This is an optimization exercise on Yosys and OpenROAD, whose aim is small area, not a production implementation.
The RTL was checked by simulation tests, not by an equivalence proof against the original design.
Power figures rest on the tool's default switching activity, not on a simulated workload.

==> flow/design.v <==
package core_pkg;
  typedef enum logic [2:0] {
    NO_CSR_OP = 3'd0,
    WRITE_CSR = 3'd1,
    SET_CSR   = 3'd2,
    CLEAR_CSR = 3'd3,
    SYSTEM    = 3'd4
  } csr_op_e;
  typedef logic [4:0] hpm_sel_t;
  localparam logic [11:0] CSR_MCYCLE        = 12'hB00;
  localparam logic [11:0] CSR_MINSTRET      = 12'hB02;
  localparam logic [11:0] CSR_MCYCLEH       = 12'hB80;
  localparam logic [11:0] CSR_MINSTRETH     = 12'hB82;
  localparam logic [11:0] CSR_MCOUNTINHIBIT = 12'h320;
  localparam logic [11:0] CSR_CYCLE         = 12'hC00;
  localparam logic [11:0] CSR_INSTRET       = 12'hC02;
  localparam logic [11:0] CSR_CYCLEH        = 12'hC80;
  localparam logic [11:0] CSR_INSTRETH      = 12'hC82;
  localparam logic [11:0] MHPMCOUNTER3_BASE  = 12'hB03;
  localparam logic [11:0] MHPMCOUNTER3H_BASE = 12'hB83;
  localparam logic [11:0] MHPMEVENT3_BASE    = 12'h323;
  localparam logic [11:0] HPMCOUNTER3_BASE   = 12'hC03;
  localparam logic [11:0] HPMCOUNTER3H_BASE  = 12'hC83;
  function automatic logic [31:0] csr_apply_op(input logic [2:0]  op,
                                               input logic [31:0] old_val,
                                               input logic [31:0] wdata);
    case (op)
      core_pkg::WRITE_CSR: csr_apply_op = wdata;
      core_pkg::SET_CSR:   csr_apply_op = old_val | wdata;
      core_pkg::CLEAR_CSR: csr_apply_op = old_val & ~wdata;
      default:   csr_apply_op = old_val;
    endcase
  endfunction
endpackage
module hpm_counter #(
  parameter int CNT_WIDTH = 64
) (
  input  logic                 clk,
  input  logic                 rst_n,
  input  logic                 inc,
  input  logic                 inhibit,
  input  logic                 wr_lo,
  input  logic                 wr_hi,
  input  logic [31:0]          wdata,
  output logic [CNT_WIDTH-1:0] count
);
  localparam int HI_W = CNT_WIDTH - 32;
  logic [CNT_WIDTH-1:0] count_q;
  logic [CNT_WIDTH-1:0] count_d;
  always_comb begin
    count_d = count_q;
    if (wr_lo || wr_hi) begin
      if (wr_lo) count_d[31:0] = wdata;
      if (wr_hi) count_d[CNT_WIDTH-1:32] = wdata[HI_W-1:0];
    end else if (inc && !inhibit) begin
      count_d = count_q + CNT_WIDTH'(1);
    end
  end
  always_ff @(posedge clk or negedge rst_n) begin
    if (!rst_n) count_q <= '0;
    else        count_q <= count_d;
  end
  assign count = count_q;
endmodule
module csr_counter_unit #(
  parameter int NUM_HPM    = 4,
  parameter int CNT_WIDTH  = 64,
  parameter int NUM_EVENTS = 8
) (
  input  logic                  clk,
  input  logic                  rst_n,
  input  logic                  csr_valid_i,
  input  logic [2:0]            csr_op_i,
  input  logic [11:0]           csr_addr_i,
  input  logic [31:0]           csr_wdata_i,
  output logic [31:0]           csr_rdata_o,
  output logic                  csr_hit_o,
  output logic                  csr_illegal_o,
  input  logic                  retire_i,
  input  logic [NUM_EVENTS-1:0] event_i
);
  localparam int NUM_CNT = NUM_HPM + 3;
  localparam int EVT_N   = (NUM_HPM > 0) ? NUM_HPM : 1;
  localparam logic [4:0] LAST_IDX = 5'(NUM_HPM + 2);
  localparam logic [31:0] IMPL_MASK =
    ((NUM_CNT >= 32) ? 32'hFFFF_FFFF : ((32'd1 << NUM_CNT) - 32'd1)) & ~32'd2;
  localparam logic [6:0] GRP_MCNT  = core_pkg::MHPMCOUNTER3_BASE[11:5];
  localparam logic [6:0] GRP_MCNTH = core_pkg::MHPMCOUNTER3H_BASE[11:5];
  localparam logic [6:0] GRP_UCNT  = core_pkg::HPMCOUNTER3_BASE[11:5];
  localparam logic [6:0] GRP_UCNTH = core_pkg::HPMCOUNTER3H_BASE[11:5];
  localparam logic [6:0] GRP_EVT   = core_pkg::MHPMEVENT3_BASE[11:5];
  logic [4:0] idx;
  logic [6:0] grp;
  logic       cnt_addr, evt_addr, inh_addr, is_hi, is_user;
  logic       cnt_impl, evt_impl, is_wr_op;
  logic       hit, illegal, do_write;
  logic [31:0] rdata, wdata_new;
  logic [CNT_WIDTH-1:0] cnt [NUM_CNT];
  logic [CNT_WIDTH-1:0] sel_cnt;
  core_pkg::hpm_sel_t             sel_evt;
  core_pkg::hpm_sel_t             evt_sel_q [EVT_N];
  logic [31:0]          inhibit_q;
  logic [31:0]          evt_ext;
  logic [NUM_CNT-1:0]   cnt_inc, wr_lo, wr_hi;
  always_comb begin
    idx      = csr_addr_i[4:0];
    grp      = csr_addr_i[11:5];
    is_hi    = (grp == GRP_MCNTH) || (grp == GRP_UCNTH);
    is_user  = (grp == GRP_UCNT)  || (grp == GRP_UCNTH);
    cnt_addr = ((grp == GRP_MCNT) || is_hi || is_user) && (idx != 5'd1);
    evt_addr = (grp == GRP_EVT) && (idx >= 5'd3);
    inh_addr = (csr_addr_i == core_pkg::CSR_MCOUNTINHIBIT);
    cnt_impl = (idx == 5'd0) || (idx == 5'd2) || ((idx >= 5'd3) && (idx <= LAST_IDX));
    evt_impl = (idx <= LAST_IDX);
    is_wr_op = (csr_op_i == core_pkg::WRITE_CSR) || (csr_op_i == core_pkg::SET_CSR) || (csr_op_i == core_pkg::CLEAR_CSR);
    hit      = cnt_addr || evt_addr || inh_addr;
    illegal  = csr_valid_i && ((cnt_addr && !cnt_impl) || (evt_addr && !evt_impl) ||
                               (cnt_addr && is_user && is_wr_op));
    do_write = csr_valid_i && hit && is_wr_op && !illegal;
  end
  always_comb begin
    sel_cnt = '0;
    for (int k = 0; k < NUM_CNT; k++)
      if (idx == 5'(k)) sel_cnt = cnt[k];
    sel_evt = '0;
    for (int k = 0; k < NUM_HPM; k++)
      if (idx == 5'(k + 3)) sel_evt = evt_sel_q[k];
    rdata = '0;
    if (cnt_addr && cnt_impl) rdata = is_hi ? 32'(sel_cnt >> 32) : sel_cnt[31:0];
    else if (evt_addr && evt_impl) rdata = 32'(sel_evt);
    else if (inh_addr) rdata = inhibit_q;
  end
  assign wdata_new     = core_pkg::csr_apply_op(csr_op_i, rdata, csr_wdata_i);
  assign csr_rdata_o   = rdata;
  assign csr_hit_o     = csr_valid_i && hit;
  assign csr_illegal_o = illegal;
  assign evt_ext = 32'({event_i, 1'b0});
  always_comb begin
    cnt_inc    = '0;
    cnt_inc[0] = 1'b1;
    cnt_inc[2] = retire_i;
    for (int k = 3; k < NUM_CNT; k++)
      cnt_inc[k] = evt_ext[evt_sel_q[k-3]];
  end
  always_comb begin
    wr_lo = '0;
    wr_hi = '0;
    for (int k = 0; k < NUM_CNT; k++)
      if (do_write && cnt_addr && (idx == 5'(k))) begin
        wr_lo[k] = !is_hi;
        wr_hi[k] = is_hi;
      end
  end
  for (genvar k = 0; k < NUM_CNT; k++) begin : g_cnt
    hpm_counter #(.CNT_WIDTH(CNT_WIDTH)) u_cnt (
      .clk     (clk),
      .rst_n   (rst_n),
      .inc     (cnt_inc[k]),
      .inhibit (inhibit_q[k]),
      .wr_lo   (wr_lo[k]),
      .wr_hi   (wr_hi[k]),
      .wdata   (wdata_new),
      .count   (cnt[k])
    );
  end
  always_ff @(posedge clk or negedge rst_n) begin
    if (!rst_n) begin
      for (int k = 0; k < EVT_N; k++) evt_sel_q[k] <= '0;
      inhibit_q <= '0;
    end else begin
      for (int k = 0; k < NUM_HPM; k++)
        if (do_write && evt_addr && (idx == 5'(k + 3))) evt_sel_q[k] <= wdata_new[4:0];
      if (do_write && inh_addr) inhibit_q <= wdata_new & IMPL_MASK;
    end
  end
endmodule
==> flow/run.sh <==
#!/bin/bash
# synth_recipe.tcl (not shown) runs the flow's synth.tcl, then flattens the netlist and writes it again
# the make line also repeats each setting of config.mk as NAME=value (left out here)
make -C /OpenROAD-flow-scripts/flow DESIGN_CONFIG=/design/flow/config.mk WORK_HOME=/design/flow/orfs CLKGATE_MAP_FILE= SYNTH_SCRIPT=/design/flow/synth_recipe.tcl finish
==> flow/config.mk <==
export PLATFORM = sky130hd
export DESIGN_NAME = csr_counter_unit
export DESIGN_NICKNAME = csr_counter_unit
export VERILOG_FILES = /design/flow/design.v
export SDC_FILE = /design/flow/constraint.sdc
export NUM_CORES = 4
export LEC_CHECK = 0
export CAP_MARGIN = 20
export CORE_MARGIN = 2
export CORE_UTILIZATION = 40
export SLEW_MARGIN = 20
==> flow/constraint.sdc <==
create_clock -name core_clock -period 6.5 [get_ports {clk}]
set_input_delay 1.3000 -clock core_clock [delete_from_list [all_inputs] [get_ports {clk}]]
set_output_delay 1.3000 -clock core_clock [all_outputs]
set_load 0.01 [all_outputs]
==> flow_summary.yaml <==
outcome:
  outcome: "finished clean"
floorplan:
  start_util_pct: 40.4
  die_x_um: 292
  floorplan.rows: 105
  core_um2: 82100
  die_y_um: 292
  io_pins: 93
  dieArea_um2: 85200
cells_and_area:
  syn2layout_area_growth_pct: 13.6
  final_nets: 4081
  fillers: 8089
  fin_util_pct: 45.9
  final_cells: 5150
  drive_above_1_share_pct: 12.5
job:
  drv_cap: 0
cts:
  cts_resized: 0
  cts_made_buffers: 58
  h-tree-depth: 2
  postCtsHoldBufs: 0
  clockRootBuffer: "clkbuf_16"
  cts.sinks: 474
  clk_latency_ps: 670
  clkTransAtPathRegs_ps: 60
  postCtsSetupRepairBufs: 0
  cts_buffer_depth: 3
  cts_tree: "yes"
global_route:
  use_met1_pct: 56.3
  top_usage_layer: "met2"
  grt_overflow_total: 0
  grt_pass1_wl_mm: 264
  use_met2_pct: 64.3
  antenna_found_initial: 25
  grt_util_met3_pct: 11.2
  track_usage_pct: 43.6
  grt_pass1_vias: 32800
  grt_start_max_net_pins: 174
timing:
  slew_violations: 0
  fin_crit_sh_pct: 95.1
  maxSlewHeadroom_pct: 17.9
  layout_min_cycle_time_ps: 6180
  finClkSkew_ps: 42.9
  rsz0062_at_grt: "no"
  setup_viol: 0
  tightest_slew_ps: 1220
  setup-tns-final_ps: 0
  whs_ps: 374
  fmax_mhz: 162
  final-hold-violation-count: 0
worst_hold_path:
  worst_hold_path_type: "reg -> reg"
  whs_endpoint: "g_cnt[1].u_cnt.count_q[42]"
  min-delay-start: "g_cnt[1].u_cnt.count_q[42]"
  hold_path_depth: 0
critical_path:
  cp.required_ps: 5200
  path_max_fanout: 16
  regToRegStartpoint: "g_cnt[0].u_cnt.count_q[31]"
  cp-start-kind: "primary input"
  slowest_stage: "or3b_2"
  cp-end-kind: "output port"
  cp_cell_sequence: "clkdlybuf4s50_1 -> buf_4 -> or3b_2 -> nor2_2 -> buf_4 -> a221o_1 -> o2111ai_1 -> a31oi_1 -> clkdlybuf4s50_1"
  arrival_ps: 4880
  cp_slowest_stage_delay_ps: 710
  r2r_setup_slack_ps: 2780
  timing.rr.end: "g_cnt[2].u_cnt.count_q[31]"
  r2r_cells: 9
  critical_path_class: "in -> out"
place:
  gp_congestion: 1.08
  dpl.hpwl_mm: 142
  placed_cells: 5026
  io_buffers: 92
logic_synthesis:
  synth_fp_nets: 4074
  yosys_warnings: 5
  synthCells: 4009
  syn_avg_cell_area_um2: 8.27
  ys_ff_latch: 474
  synth-seq-area-share_pct: 35.8
  ys_types: 114
  synth_edf_count: 0
  synth_area_um2: 33100
  synthArstFlopShare_pct: 100
  yosys_most_used_dff: "dfrtp_1"
power:
  switching_share_pct: 28.6
  power_frac_comb_pct: 10.2
  powerDensity_nw_per_um2: 193
  p_int_mw: 5.18
  p_seq_share_pct: 42.2
  p_clk_share_pct: 47.6
  peakVddDrop_v: 0.000220
  p_leak_nw: 14.6
  p_sw_mw: 2.07
detailed_routing:
  via_per_inst: 7.06
  first_pass_iters: 7
  ant_nets: 0
  drtIter0Drc: 5728
  wl_per_cell_um: 36.8
  wl_mm: 190
  vias: 36400
  drc_errors: 0
-- area by class of cell --
class	instances	area, µm²	area share, %
flip-flops and latches	474	11900	31.5
well taps	1070	1340	3.56
multi-input cells	3132	19700	52.3
repair buffers	286	2510	6.66
clock buffers	84	1680	4.46
clock inverters	24	294	0.781
inverters	64	240	0.638
diodes	16	40.0	0.106
-- worst max-delay path: cells and delay by family --
family	cells	cell delay, ps
AOI/OAI and AO/OA	3	790
buffers and inverters	4	1650
and+or+nand+nor	2	1130
-- power by group through the flow --
| stage | clock [mW] | sequential, mW | combinational, mW |
|---|---|---|---|
| after floorplan | 0 | 3.07 | 0.312 |
| after global placement | 0 | 3.11 | 0.705 |
| after detailed placement | 0 | 3.11 | 0.706 |
| after CTS | 3.47 | 3.06 | 0.709 |
| after global routing | 3.59 | 3.06 | 0.755 |
| final | 3.45 | 3.06 | 0.742 |
-- flip-flops by register name, summed over array words and instances (netlist names) --
register	count
g_cnt.u_cnt.count_q	448
g_cnt.u_cnt.inhibit	6
evt_sel_q	20
-- layout by cell type (no fill, tap or decap), types with 45 or more instances in the layout --
master,n
clkdlybuf4s50_1,88
and3_1,103
inv_1,61
o22ai_1,59
o21ai_0,293
and4_1,46
mux2i_1,67
nand3_1,257
o211ai_1,54
nor2_1,338
a31oi_1,46
mux2_2,46
nor3_1,138
clkbuf_16,58
a211oi_1,45
dfrtp_1,474
nand4_1,121
a21oi_1,360
buf_4,184
nand2_1,370
-- synthesized netlist by cell type, types with 24 or more instances --
master / count / area (µm²)
mux2i_1: 67 / 671
xnor2_1: 39 / 342
a21oi_1: 360 / 1800
nand2_1: 370 / 1390
o21a_1: 24 / 180
and4_1: 46 / 403
mux2_2: 46 / 518
mux4_2: 44 / 991
nor2_1: 348 / 1310
o22ai_1: 59 / 369
clkbuf_1: 198 / 743
inv_1: 61 / 229
and2_1: 34 / 213
a31oi_1: 46 / 288
nand3_1: 257 / 1290
o211ai_1: 54 / 405
a211oi_1: 46 / 345
nor3_1: 138 / 691
nor4_1: 38 / 238
and3_1: 103 / 644
dfrtp_1: 474 / 11900
a22oi_1: 30 / 225
nand4_1: 121 / 757
buf_2: 92 / 460
o21ai_0: 294 / 1470
-- worst max path at each step --
stage | slack (ps) | to | startpoint | cells after the start
6_report | 320 | csr_rdata_o[8] | csr_addr_i[3] | 9
5_1_grt | 330 | csr_rdata_o[8] | csr_addr_i[3] | 9
4_1_cts | 460 | csr_rdata_o[8] | csr_addr_i[3] | 9
3_5_place_dp | 450 | csr_rdata_o[8] | csr_addr_i[3] | 9
3_3_place_gp | 500 | csr_rdata_o[8] | csr_addr_i[3] | 9
2_1_floorplan | 1850 | csr_rdata_o[2] | csr_addr_i[8] | 9
-- cells by family (layout without fill, tap and decap cells) --
| family | Yosys count | count (layout) | share of synthesized area (%) |
|---|---|---|---|
| buffers and inverters | 403 | 458 | 5.40 |
| xor gates and xnor gates | 61 | 61 | 1.61 |
| adders and majority gates | 6 | 6 | 0.226 |
| and+or+nand+nor | 1640 | 1640 | 25.5 |
| DFF | 474 | 474 | 35.8 |
| other | 0 | 16 | 0 |
| muxes | 159 | 159 | 6.64 |
| AOI/OAI and AO/OA | 1266 | 1266 | 24.8 |
-- per-stage QoR --
step	power (mW)	setup slack, ps	instance area (µm²)
2_1_floorplan	3.39	1850	33100
3_3_place_gp	3.81	495	35600
3_5_place_dp	3.82	451	35600
4_1_cts	7.23	456	37600
5_1_grt	7.40	333	37600
6_report	7.25	319	37700
-- metal layers --
layer,wire [µm],up-vias
li1,-,15200
met1,73200,17900
met2,80200,2574
met3,20800,646
met4,15200,14
met5,110,-

## re-timing with driven ports
The results above use ideal ports. As a check the final layout listed here was re-extracted and re-timed, cells and wires unchanged.
Step 1 (the two cells are an assumption about what drives the block):
set clk [get_ports {clk}]
set_driving_cell -lib_cell sky130_fd_sc_hd__clkbuf_16 $clk
set_driving_cell -lib_cell sky130_fd_sc_hd__buf_2 [delete_from_list [all_inputs] $clk]
Step 2 adds t to the input delays and takes it off the output delays; t is the mean of the earliest and latest rising clock arrival at the registers after step 1. Input paths then give back, and output paths get back, about the clock's delay inside the block.
Three values: ideal ports, drivers, drivers and shift; two values: the first two.
shift t [ns]: 0.725
setup WS [ns]: 0.319 / 0.296 / 0.296
worst setup path after step 2: input to output
cell pins on the clock port's net: 1
After both steps this run still meets setup and hold. The setup slack of this run moves by -0.023 ns with the drivers and by -0.023 ns with both steps.
